Context: an optimization exercise on an open-source flow, tuned for small area and a short achievable clock period. The choices shown serve that exercise and are no tape-out recipe.
In this exercise RTL edits were held to simulation tests only and were not proved equivalent to the original.
Power and IR drop assume default switching activity.

== run D ==
==> flow/design.v <==
`timescale 1ns/100ps
`default_nettype none
module wb_sharedbus
(
   input  logic        clk,
   input  logic        rst_n,
   input  logic        m0_cyc,
   input  logic        m0_stb,
   input  logic        m0_we,
   input  logic [31:0] m0_adr,
   input  logic [3:0]  m0_sel,
   input  logic [31:0] m0_dat_w,
   output logic        m0_ack,
   output logic        m0_err,
   output logic        m0_stall,
   output logic [31:0] m0_dat_r,
   input  logic        m1_cyc,
   input  logic        m1_stb,
   input  logic        m1_we,
   input  logic [31:0] m1_adr,
   input  logic [3:0]  m1_sel,
   input  logic [31:0] m1_dat_w,
   output logic        m1_ack,
   output logic        m1_err,
   output logic        m1_stall,
   output logic [31:0] m1_dat_r
);
   logic own1_q;
   logic g0, g1;
   assign g0 = m0_cyc & ~(own1_q & m1_cyc);
   assign g1 = m1_cyc & ~g0;
   assign m0_stall = m0_cyc & own1_q & m1_cyc;
   assign m1_stall = m1_cyc & m0_cyc & ~own1_q;
   always_ff @(posedge clk or negedge rst_n)
      if (!rst_n) own1_q <= 1'b0;
      else        own1_q <= g1;
   logic        acc, we;
   logic [31:0] adr, dat;
   logic [3:0]  sel;
   assign acc = g0 ? m0_stb : (g1 & m1_stb);
   assign we  = g0 ? m0_we  : m1_we;
   assign adr = g0 ? m0_adr : m1_adr;
   assign sel = g0 ? m0_sel : m1_sel;
   assign dat = g0 ? m0_dat_w : m1_dat_w;
   logic       top, hit;
   logic [7:0] idx;
   assign top = ~|adr[31:14] & ~|adr[11:8];
   assign hit = top & ~(adr[13] & adr[12]);
   assign idx = {adr[13:12], adr[7:2]};
   logic ack0_q, ack1_q, err0_q, err1_q;
   always_ff @(posedge clk or negedge rst_n)
      if (!rst_n)
      begin
         ack0_q <= 1'b0;
         ack1_q <= 1'b0;
         err0_q <= 1'b0;
         err1_q <= 1'b0;
      end
      else
      begin
         ack0_q <= acc & g0 & hit;
         ack1_q <= acc & ~g0 & hit;
         err0_q <= acc & g0 & ~hit;
         err1_q <= acc & ~g0 & ~hit;
      end
   assign m0_ack = ack0_q;
   assign m1_ack = ack1_q;
   assign m0_err = err0_q;
   assign m1_err = err1_q;
   logic [31:0] mem [192];
   logic [31:0] rds_q [3];
   logic [1:0]  slv_q;
   always_ff @(posedge clk)
   begin
      if (acc & we & hit)
      begin
         for (int b = 0; b < 4; b++)
            if (sel[b])
               mem[idx][8*b +: 8] <= dat[8*b +: 8];
      end
      for (int s = 0; s < 3; s++)
         rds_q[s] <= mem[{s[1:0], idx[5:0]}];
      slv_q <= idx[7:6];
   end
   logic [31:0] rd;
   assign rd       = slv_q[1] ? rds_q[2] : (slv_q[0] ? rds_q[1] : rds_q[0]);
   assign m0_dat_r = rd;
   assign m1_dat_r = rd;
endmodule
`default_nettype wire
==> flow/config.mk <==
export PLATFORM = sky130hd
export DESIGN_NAME = wb_sharedbus
export DESIGN_NICKNAME = wb_sharedbus
export VERILOG_FILES = /design/flow/design.v
export SDC_FILE = /design/flow/constraint.sdc
export NUM_CORES = 4
export LEC_CHECK = 0
export CAP_MARGIN = 10
export CELL_PAD_IN_SITES_DETAIL_PLACEMENT = 1
export CELL_PAD_IN_SITES_GLOBAL_PLACEMENT = 2
export CORE_MARGIN = 2
export CORE_UTILIZATION = 55
export PLACE_DENSITY = 0.65
export SLEW_MARGIN = 10
export SYNTH_MEMORY_MAX_BITS = 8192
==> flow/constraint.sdc <==
create_clock -name core_clock -period 6.0 [get_ports {clk}]
set_input_delay 1.2000 -clock core_clock [delete_from_list [all_inputs] [get_ports {clk}]]
set_output_delay 1.2000 -clock core_clock [all_outputs]
set_load 0.01 [all_outputs]
standard.sh (not shown) runs the stock make flow with config.mk's settings and CLKGATE_MAP_FILE= SYNTH_SCRIPT=/design/flow/synth_recipe.tcl, a recipe that flattens the netlist after the stock synthesis.
==> flow/flow/run.sh <==
#!/bin/bash
# The standard layout (standard.sh), with changes to how it is made only:
#  - the port buffers are plain buf_4 cells instead of the slow clock-delay buffers that
#    buffer_ports picks by default (every port still gets its buffer);
#  - the resizer may swap a cell for a faster one outside its footprint family;
#  - the clock tree is built from clkbuf_8 cells without dummy loads;
#  - repair_timing aims for slack to spare only from clock tree synthesis on, where it sees
#    placed wires, instead of also sizing up cells before placement.
# Each step's full output goes to a log file of its own here; ORFS's own logs are under orfs/logs.
set -euo pipefail
COMMON=(MATCH_CELL_FOOTPRINT=0 "BUFFER_PORTS_ARGS=-buffer_cell sky130_fd_sc_hd__buf_4"
   "CTS_ARGS=-sink_clustering_enable -repair_clock_nets -dont_use_dummy_load -buf_list sky130_fd_sc_hd__clkbuf_8 -sink_clustering_size 16 -sink_clustering_max_diameter 80")
bash standard.sh "${COMMON[@]}" SETUP_SLACK_MARGIN=0 synth > log_synth.txt 2>&1
bash standard.sh "${COMMON[@]}" SETUP_SLACK_MARGIN=0 place > log_place.txt 2>&1
bash standard.sh "${COMMON[@]}" SETUP_SLACK_MARGIN=2.0 TNS_END_PERCENT=100 finish > log_finish.txt 2>&1
Run D was carried through to the last stage, and its layout satisfied the timing, design-rule and antenna checks.
The inputs of run B differ from those of run D as listed below.
Settings: changing CORE_UTILIZATION from 55 to 62; changing PLACE_DENSITY from 0.65 to 0.7.
diff --git a/flow/flow/run.sh b/flow/flow/run.sh
--- a/flow/flow/run.sh
+++ b/flow/flow/run.sh
@@ -14,2 +14,2 @@
 bash standard.sh "${COMMON[@]}" SETUP_SLACK_MARGIN=0 place > log_place.txt 2>&1
-bash standard.sh "${COMMON[@]}" SETUP_SLACK_MARGIN=2.0 TNS_END_PERCENT=100 finish > log_finish.txt 2>&1
+bash standard.sh "${COMMON[@]}" SETUP_SLACK_MARGIN=2.4 TNS_END_PERCENT=5 finish > log_finish.txt 2>&1
--- outcome ---
- Compared with run D, run B shows a sequential share of layout area that is 0.92 points lower.
- In the floorplan summary, run B is listed with a die area less than that of run D.
- Cell area | run B vs run D | run B larger
- Run B drops more vias than run D.
- Run B finished all stages; the layout is clean.
- Against run D, run B comes in 1.2% lower on final cell count without fillers.
- Power: run B draws more than run D
- Worst setup slack after placement, run D and run B: higher on run B

-- afterwards: timing with drivers on the ports --
In the flow no input, the clock included, has a driving cell. The finished layouts below were timed again as built, in two steps. Step 1 assumes that a clkbuf_16 drives the clock port and a buf_2 every other input. Step 2, shift: input delay + t, output delay - t, t = (earliest + latest rising clock arrival at the registers) / 2. This alone moves slack from input paths to output paths. Slacks: ideal / step 1 / step 2; pairs: ideal / step 1.
| run | shift t [ns] | setup WS [ns] | latest minus earliest clock arrival (ns) | worst data-port slew with drivers (ns) |
|---|---|---|---|---|
| run D | 1.341 | 1.795 / 1.658 / 0.923 | 0.073 / 0.072 | 0.20 |
| run B | 1.351 | 1.773 / 1.646 / 0.864 | 0.102 / 0.102 | 0.06 |
After both steps setup and hold are still met in every run listed. The setup slack of run B, which loses most, moves by -0.127 ns with the drivers and by -0.909 ns with both steps.
